From an optimization exercise on the open Yosys and OpenROAD flow, aimed at small area and a short achievable clock period; shortcuts taken in it are not production practice. Only simulation tests tie the RTL to the original design; equivalence was not proved. No activity file was given, so power comes from the tool's default toggle rates.

--- design/flow/constraint.sdc ---
create_clock -name core_clock -period 8.0 [get_ports {clk_i}]
set_input_delay 1.6000 -clock core_clock [delete_from_list [all_inputs] [get_ports {clk_i}]]
set_output_delay 1.6000 -clock core_clock [all_outputs]
set_load 0.01 [all_outputs]
--- design/flow/design.v ---
module mcdf_arb_n #(
    parameter  int NCH   = 4,
    parameter  int DW    = 32,
    parameter  int DEPTH = 32,
    localparam int ID_W  = (NCH > 1) ? $clog2(NCH) : 1
) (
    input  logic                clk_i,
    input  logic                rstn_i,
    input  logic [NCH*DW-1:0]   ch_data_i,
    input  logic [NCH-1:0]      ch_valid_i,
    output logic [NCH-1:0]      ch_ready_o,
    input  logic [NCH-1:0]      cfg_en_i,
    input  logic [NCH*2-1:0]    cfg_prio_i,
    input  logic [NCH*3-1:0]    cfg_pkglen_i,
    output logic [NCH*8-1:0]    margin_o,
    input  logic                f2a_id_req_i,
    input  logic                f2a_ack_i,
    output logic                a2f_val_o,
    output logic [ID_W-1:0]     a2f_id_o,
    output logic [DW-1:0]       a2f_data_o,
    output logic [2:0]          a2f_pkglen_sel_o
);
    localparam int AW = $clog2(DEPTH);
    localparam int CW = AW + 1;
    localparam int RD = DEPTH - 1;      
    logic            xfer;
    logic [DW-1:0]   head   [NCH];      
    logic [DW-1:0]   mem    [NCH][RD];
    logic [AW-1:0]   wr_ptr [NCH];
    logic [AW-1:0]   rd_ptr [NCH];
    logic [CW-1:0]   mgn    [NCH];      
    logic [DW-1:0]   rdat   [NCH];
    logic [NCH-1:0]  empty, one, full, push, pop, elig, cur, h_din, h_mem, m_inc;
    logic [ID_W-1:0] rr_ptr, winner;
    logic            win_found, grant_go, xfer_pop, last;
    logic [AW-1:0]   wcnt;
    always_comb begin
        for (int n = 0; n < NCH; n++) begin
            empty[n]           = mgn[n][AW];
            one[n]             = (mgn[n] == CW'(DEPTH - 1));
            full[n]            = (mgn[n] == '0);
            cur[n]             = (a2f_id_o == ID_W'(n));
            ch_ready_o[n]      = cfg_en_i[n] && !full[n];
            push[n]            = ch_valid_i[n] && cfg_en_i[n] && !full[n];
            pop[n]             = xfer_pop && cur[n];
            elig[n]            = cfg_en_i[n] && !empty[n];
            margin_o[n*8 +: 8] = 8'(mgn[n]);
            h_din[n]           = push[n] && (empty[n] || (one[n] && pop[n]));
            h_mem[n]           = pop[n] && !one[n];
            m_inc[n]           = push[n] && !empty[n] && !(one[n] && pop[n]);
        end
    end
    assign a2f_val_o  = xfer && !empty[a2f_id_o];
    assign xfer_pop   = a2f_val_o && f2a_ack_i;
    assign a2f_data_o = head[a2f_id_o];
    always_comb begin
        for (int n = 0; n < NCH; n++) begin
            rdat[n] = '0;
            for (int i = 0; i < RD; i++)
                if (rd_ptr[n] == AW'(i)) rdat[n] = rdat[n] | mem[n][i];
        end
    end
    always_comb begin
        logic [1:0] best;
        win_found = 1'b0;
        winner    = rr_ptr;
        best      = 2'd3;
        for (int k = 1; k <= NCH; k++) begin
            int idx;
            idx = (int'(rr_ptr) + k) % NCH;
            if (elig[idx] && (!win_found || cfg_prio_i[idx*2 +: 2] < best)) begin
                win_found = 1'b1;
                winner    = ID_W'(idx);
                best      = cfg_prio_i[idx*2 +: 2];
            end
        end
    end
    assign grant_go = !xfer && f2a_id_req_i && win_found;
    always_comb begin
        case (a2f_pkglen_sel_o)
            3'd0:    last = &wcnt[1:0];
            3'd1:    last = &wcnt[2:0];
            3'd2:    last = &wcnt[3:0];
            default: last = &wcnt[4:0];
        endcase
    end
    always_ff @(posedge clk_i or negedge rstn_i) begin
        if (!rstn_i) begin
            xfer             <= 1'b0;
            a2f_id_o         <= '0;
            a2f_pkglen_sel_o <= '0;
            rr_ptr           <= ID_W'(NCH - 1);
            wcnt             <= '0;
        end else begin
            if (grant_go) begin
                xfer             <= 1'b1;
                a2f_id_o         <= winner;
                rr_ptr           <= winner;
                a2f_pkglen_sel_o <= cfg_pkglen_i[winner*3 +: 3];
            end
            if (xfer_pop) begin
                if (last) begin
                    xfer <= 1'b0;
                    wcnt <= '0;
                end else begin
                    wcnt <= wcnt + AW'(1);
                end
            end
        end
    end
    always_ff @(posedge clk_i or negedge rstn_i) begin
        if (!rstn_i) begin
            for (int n = 0; n < NCH; n++) begin
                wr_ptr[n] <= '0;
                rd_ptr[n] <= '0;
                mgn[n]    <= CW'(DEPTH);
            end
        end else begin
            for (int n = 0; n < NCH; n++) begin
                if (m_inc[n]) wr_ptr[n] <= (wr_ptr[n] == AW'(RD - 1)) ? '0 : wr_ptr[n] + AW'(1);
                if (h_mem[n]) rd_ptr[n] <= (rd_ptr[n] == AW'(RD - 1)) ? '0 : rd_ptr[n] + AW'(1);
                if (push[n] && !pop[n])      mgn[n] <= mgn[n] - CW'(1);
                else if (pop[n] && !push[n]) mgn[n] <= mgn[n] + CW'(1);
            end
        end
    end
    always_ff @(posedge clk_i) begin
        for (int n = 0; n < NCH; n++) begin
            if (h_din[n])      head[n] <= ch_data_i[n*DW +: DW];
            else if (h_mem[n]) head[n] <= rdat[n];
            for (int i = 0; i < RD; i++)
                if (push[n] && wr_ptr[n] == AW'(i)) mem[n][i] <= ch_data_i[n*DW +: DW];
        end
    end
endmodule
--- design/flow/config.mk ---
export PLATFORM = sky130hd
export DESIGN_NAME = mcdf_arb_n
export DESIGN_NICKNAME = mcdf_arb_n
export VERILOG_FILES = /design/flow/design.v
export SDC_FILE = /design/flow/constraint.sdc
export NUM_CORES = 4
export LEC_CHECK = 0
export CAP_MARGIN = 20
export CORE_MARGIN = 2
export CORE_UTILIZATION = 40
export SLEW_MARGIN = 20
--- design/flow/run.sh ---
#!/bin/bash
# synth_recipe.tcl (not shown) runs the flow's synth.tcl, then flattens the netlist and writes it again
# the make line also repeats each setting of config.mk as NAME=value (left out here)
make -C /OpenROAD-flow-scripts/flow DESIGN_CONFIG=/design/flow/config.mk WORK_HOME=/design/flow/orfs CLKGATE_MAP_FILE= SYNTH_SCRIPT=/design/flow/synth_recipe.tcl finish
==> notes.md <==
==> layout make-up <==
type | instances | area, sq um | area share, %
inverters | 57 | 214 | 0.121
flip-flops and latches | 4173 | 125000 | 70.6
diodes | 38 | 95.1 | 0.0537
multi-input cells | 3598 | 27700 | 15.6
clock inverters | 240 | 2020 | 1.14
well taps | 5016 | 6280 | 3.55
repair buffers | 589 | 4960 | 2.80
clock buffers | 499 | 10800 | 6.09
==> worst max-delay path, stage by stage <==
cell and delay, ps:
sky130_fd_sc_hd__clkdlybuf4s50_1 660, sky130_fd_sc_hd__nand2b_4 260, sky130_fd_sc_hd__a2bb2oi_1 340, sky130_fd_sc_hd__nand2_1 180
sky130_fd_sc_hd__or2_2 340, sky130_fd_sc_hd__inv_1 60, sky130_fd_sc_hd__ha_1 230, sky130_fd_sc_hd__a31oi_1 420
sky130_fd_sc_hd__and2b_2 240, sky130_fd_sc_hd__o32ai_1 100, sky130_fd_sc_hd__ha_1 290, sky130_fd_sc_hd__nor2_1 160
sky130_fd_sc_hd__inv_1 80, sky130_fd_sc_hd__a211oi_2 270, sky130_fd_sc_hd__o21a_1 200, sky130_fd_sc_hd__nor2_1 50
sky130_fd_sc_hd__a21oi_1 140, sky130_fd_sc_hd__ha_1 280, sky130_fd_sc_hd__nor2_1 140, sky130_fd_sc_hd__a21oi_1 60
sky130_fd_sc_hd__a31oi_1 380, sky130_fd_sc_hd__a31oi_4 200, sky130_fd_sc_hd__xnor2_2 260, sky130_fd_sc_hd__mux2i_1 210
sky130_fd_sc_hd__mux2i_1 90, sky130_fd_sc_hd__mux2_4 250
==> sequential cells by signal, summed over array words and instances, names as in the netlist <==
name / count
mem: 3968
head: 128
mgn: 24
rd_ptr: 20
wr_ptr: 20
wcnt: 5
a2f_pkglen_sel_o: 3
a2f_id_o: 2
rr_ptr: 2
xfer: 1
==> path summary, 6_finish.rpt <==
check,slack [ps],cells after the start,to
setup / recovery,1320,26,a2f_pkglen_sel_o[0]
hold / removal,520,1,wcnt[4]
setup reg to reg,1860,25,a2f_pkglen_sel_o[0]
hold reg to reg,520,1,wcnt[4]
max in group asynchronous,6000,2,mgn[1][0]
min in group asynchronous,580,1,mgn[3][4]
==> routing by layer <==
metal,up-vias,track usage (%),wire length [um]
met5,-,0,163
met4,26,11.4,25100
met3,1075,6.00,70300
met2,7496,42.4,247000
met1,47800,36.0,192000
li1,36200,-,-
==> stage by stage <==
step	cell area (sq um)	hold slack [ps]
2_1_floorplan	153000	480
3_3_place_gp	164000	497
3_5_place_dp	164000	502
4_1_cts	177000	522
5_1_grt	177000	529
6_report	177000	522
==> kinds of logic after synthesis <==
group / after synthesis
adders and majority gates: 70
and+or+nand+nor: 1205
AOI/OAI and AO/OA: 2227
buffers and inverters: 516
xor gates and xnor gates: 26
other: 1
muxes: 62
DFF: 4173
==> where the power goes <==
part	switching (mW)	internal, mW	leakage (nW)
Clock	8.15	10.6	6.28
Sequential	1.13	25.3	37.8
Combinational	6.95	3.14	10.7
==> cells in the final DEF (no fill, tap or decap), types with 38 or more instances in the layout <==
cell type                         netlist  final
sky130_fd_sc_hd__ha_1                  66     62
sky130_fd_sc_hd__nand3_1               61     61
sky130_fd_sc_hd__nor2_4                 0    224
sky130_fd_sc_hd__clkbuf_16              0    414
sky130_fd_sc_hd__clkinv_1               0     94
sky130_fd_sc_hd__a222oi_1             128    128
sky130_fd_sc_hd__nand2_1              142    135
sky130_fd_sc_hd__diode_2                0     38
sky130_fd_sc_hd__buf_4                  8    358
sky130_fd_sc_hd__clkbuf_1             395     75
sky130_fd_sc_hd__mux4_2                38     38
sky130_fd_sc_hd__inv_1                 57     57
sky130_fd_sc_hd__a22oi_1              985    985
sky130_fd_sc_hd__a21oi_1              147    147
sky130_fd_sc_hd__a221oi_1             406    406
sky130_fd_sc_hd__a22o_1               409    409
sky130_fd_sc_hd__nand4_1              351    351
sky130_fd_sc_hd__nor2_1               396    172
sky130_fd_sc_hd__clkdlybuf4s50_1        0    198
sky130_fd_sc_hd__clkinv_2               0     84
sky130_fd_sc_hd__dfrtp_1               71     69
sky130_fd_sc_hd__nor3_1               152    138
sky130_fd_sc_hd__o21ai_0               69     68
sky130_fd_sc_hd__edfxtp_1            4096   4096
==> results_tabular.tex <==
\begin{tabular}{lr}
\hline
Metric & Value \\
\hline
\multicolumn{2}{l}{\textbf{Finish}} \\
\quad Net count, final & 9,056 \\
\quad Number of fillers in the final layout & 31,500 \\
\quad Number of standard cells in the final layout excluding fillers & 14,200 \\
\quad Final Util & 46.6\% \\
\quad P\&R area growth vs syn & 15.8\% \\
\quad Share of layout cells above drive strength 1 & 14.2\% \\
\multicolumn{2}{l}{\textbf{Clock tree}} \\
\quad Cts bufs inserted & 407 \\
\quad Setup fix buffers added after clock tree synthesis & 0 \\
\quad Register clock-pin slew on the reported worst setup and hold paths & 60 ps \\
\quad Max Buffers Root-to-Sink & 4 \\
\quad H-tree depth reported by CTS & 5 \\
\quad Clock latency of the later-clocked register in the worst-skew pair & 930 ps \\
\quad TritonCTS clock tree & built \\
\quad Total of cells resized after clock tree synthesis & 0 \\
\quad CTS Root Cell & sky130\_fd\_sc\_hd\_\_clkbuf\_16 \\
\quad Clock sinks & 4,173 \\
\quad Number of hold buffers added after CTS & 0 \\
\multicolumn{2}{l}{\textbf{GRT}} \\
\quad Grt total ovfl & 0 \\
\quad Maximum number of pins on one net before global-route repair & 66 \\
\quad Tot GR Track Use & 26.9\% \\
\quad Wire length of the first global-routing pass & 729,000 um \\
\quad Number of antenna violations at the first check in global routing & 52 \\
\quad Number of global-route vias before repair & 88,900 \\
\multicolumn{2}{l}{\textbf{STA}} \\
\quad Worst Clk Skew & 50.6 ps \\
\quad Summed negative setup slack over all endpoints & 0 ps \\
\quad Unrepaired setup endpoints after global routing & false \\
\quad Number of pins with negative max-slew slack in the final report & 0 \\
\quad Setup violators final & 0 \\
\quad Final hold vios & 0 \\
\quad Transition at the pin with the smallest max-transition slack & 1180 ps \\
\quad Worst-case headroom to the max-slew limit & 21.2\% \\
\quad Max Clock Freq & 0.150 GHz \\
\quad Slack of the critical path & 1320 ps \\
\quad Final Critical Period & 6680 ps \\
\quad Final clock period utilization by the worst path & 83.6\% \\
\multicolumn{2}{l}{\textbf{Power}} \\
\quad Static Leakage & 54.8 nW \\
\quad Power density of the placed cells & 312 mW/mm\^{}2 \\
\quad Final Total Pwr & 55.2 mW \\
\quad Peak supply drop & 255 uV \\
\multicolumn{2}{l}{\textbf{Die}} \\
\quad Std-Cell Core Area & 0.380 sq mm \\
\quad Number of placement rows & 226 \\
\quad Number of I/O pins & 234 \\
\quad Starting density of the core & 40.2\% \\
\quad Floorplan die width & 622 um \\
\quad Die Ht & 622 um \\
\quad Die Outline Area & 0.387 sq mm \\
\multicolumn{2}{l}{\textbf{Yosys}} \\
\quad Library cell occupying the most area in the post-synthesis netlist & sky130\_fd\_sc\_hd\_\_edfxtp\_1 \\
\quad Leading cell types by total area after synthesis & sky130\_fd\_sc\_hd\_\_edfxtp\_1 80\%, sky130\_fd\_sc\_hd\_\_a22oi\_1 4.8\%, sky130\_fd\_sc\_hd\_\_a22o\_1 2.3\%, sky130\_fd\_sc\_hd\_\_a221oi\_1 2.3\%, sky130\_fd\_sc\_hd\_\_nand4\_1 1.4\% \\
\quad Xor-xnor portion of the synthesized cell area & 0.154\% \\
\quad Synth Area in Adders & 0.593\% \\
\quad Synthesized-area fraction occupied by and/or/nand/nor cells & 3.93\% \\
\quad Cell count after synthesis & 8,280 \\
\quad Netlist Area Pre-Place & 0.153 sq mm \\
\quad Synth Area per Inst & 18.5 sq um \\
\quad Largest family of logic cells by synthesized area & compound AO/OA/AOI/OAI gates \\
\quad Complex-gate fraction of the synthesized area & 11.5\% \\
\quad Top cells by count, synth & 4,096 x sky130\_fd\_sc\_hd\_\_edfxtp\_1, 985 x sky130\_fd\_sc\_hd\_\_a22oi\_1, 409 x sky130\_fd\_sc\_hd\_\_a22o\_1, 406 x sky130\_fd\_sc\_hd\_\_a221oi\_1, 396 x sky130\_fd\_sc\_hd\_\_nor2\_1 \\
\quad Top FF cell, synth & sky130\_fd\_sc\_hd\_\_edfxtp\_1 \\
\quad Post-synth ARST share & 1.85\% \\
\quad Number of warnings issued by yosys & 7 \\
\quad EDFF count, synth & 4,096 \\
\quad Post-synthesis register bit count & 4,173 \\
\quad Area share of the largest cell type after synthesis & 80.5\% \\
\quad Multiplexer share of the synthesized area & 0.732\% \\
\quad Distinct cells, synth & 80 \\
\quad Most numerous cell in the Yosys netlist & sky130\_fd\_sc\_hd\_\_edfxtp\_1 \\
\quad Seq/Total Area, Yosys & 81.8\% \\
\multicolumn{2}{l}{\textbf{Setup path}} \\
\quad Arrival time worst endpoint & 7510 ps \\
\quad Worst r2r src & rr\_ptr[1] \\
\quad Worst setup path start & cfg\_en\_i[1] \\
\quad Kind of end point of the critical path & flop \\
\quad Startpoint kind of the worst setup timing path & input pin \\
\quad Critical setup path kind & input pin to flop \\
\quad Peak fanout along the critical path & 7 \\
\quad Endpoint required time on the critical path & 8820 ps \\
\multicolumn{2}{l}{\textbf{Worst hold path}} \\
\quad Hold Startpoint & wcnt[4] \\
\quad Hold Crit Class & flop to flop \\
\multicolumn{2}{l}{\textbf{Routing}} \\
\quad Remaining number of nets flagged by the antenna check after routing & 0 \\
\quad Final wirelength & 535,000 um \\
\quad First-iteration detailed-routing DRC count & 16,000 \\
\quad Vias after detailed routing & 92,600 \\
\quad Drt first pass iters & 9 \\
\quad DR DRC count & 0 \\
\quad Vias per Instance & 6.51 \\
\quad Wire length per cell after detailed routing & 37.6 um \\
\multicolumn{2}{l}{\textbf{Run status}} \\
\quad Outcome & finished clean \\
\multicolumn{2}{l}{\textbf{Place}} \\
\quad Placed wire-length estimate & 288,000 um \\
\quad Placed cells & 13,400 \\
\quad Minimum setup slack after placement & 527 ps \\
\quad IO buf count & 225 \\
\quad Final estimated routing congestion in global placement & 0.881 \\
\multicolumn{2}{l}{\textbf{Flow run}} \\
\quad Max-cap violations & 0 \\
\hline
\end{tabular}

## re-timing with driven ports
Ports are ideal in the flow. The routed layout listed here was re-timed in OpenROAD.
Step 1 (the two cells are an assumption about what drives the block):
set clk [get_ports {clk_i}]
set_driving_cell -lib_cell sky130_fd_sc_hd__clkbuf_16 $clk
set_driving_cell -lib_cell sky130_fd_sc_hd__buf_2 [delete_from_list [all_inputs] $clk]
Step 2 also shifts input and output timing later by t, the mid clock arrival at the registers, as if the neighbouring blocks saw the same clock.
Three values: ideal, step 1, step 2; two values: the first two.
shift t [ns]: 1.016
setup slack, ns: 1.316 / 1.387 / 0.370
latest minus earliest clock arrival (ns): 0.054 / 0.053
worst slew at a driven data input, ns: 0.27
pins driven straight from the clock port: 1
After both steps this run still meets setup and hold. The setup slack of this run moves by +0.071 ns with the drivers and by -0.946 ns with both steps.
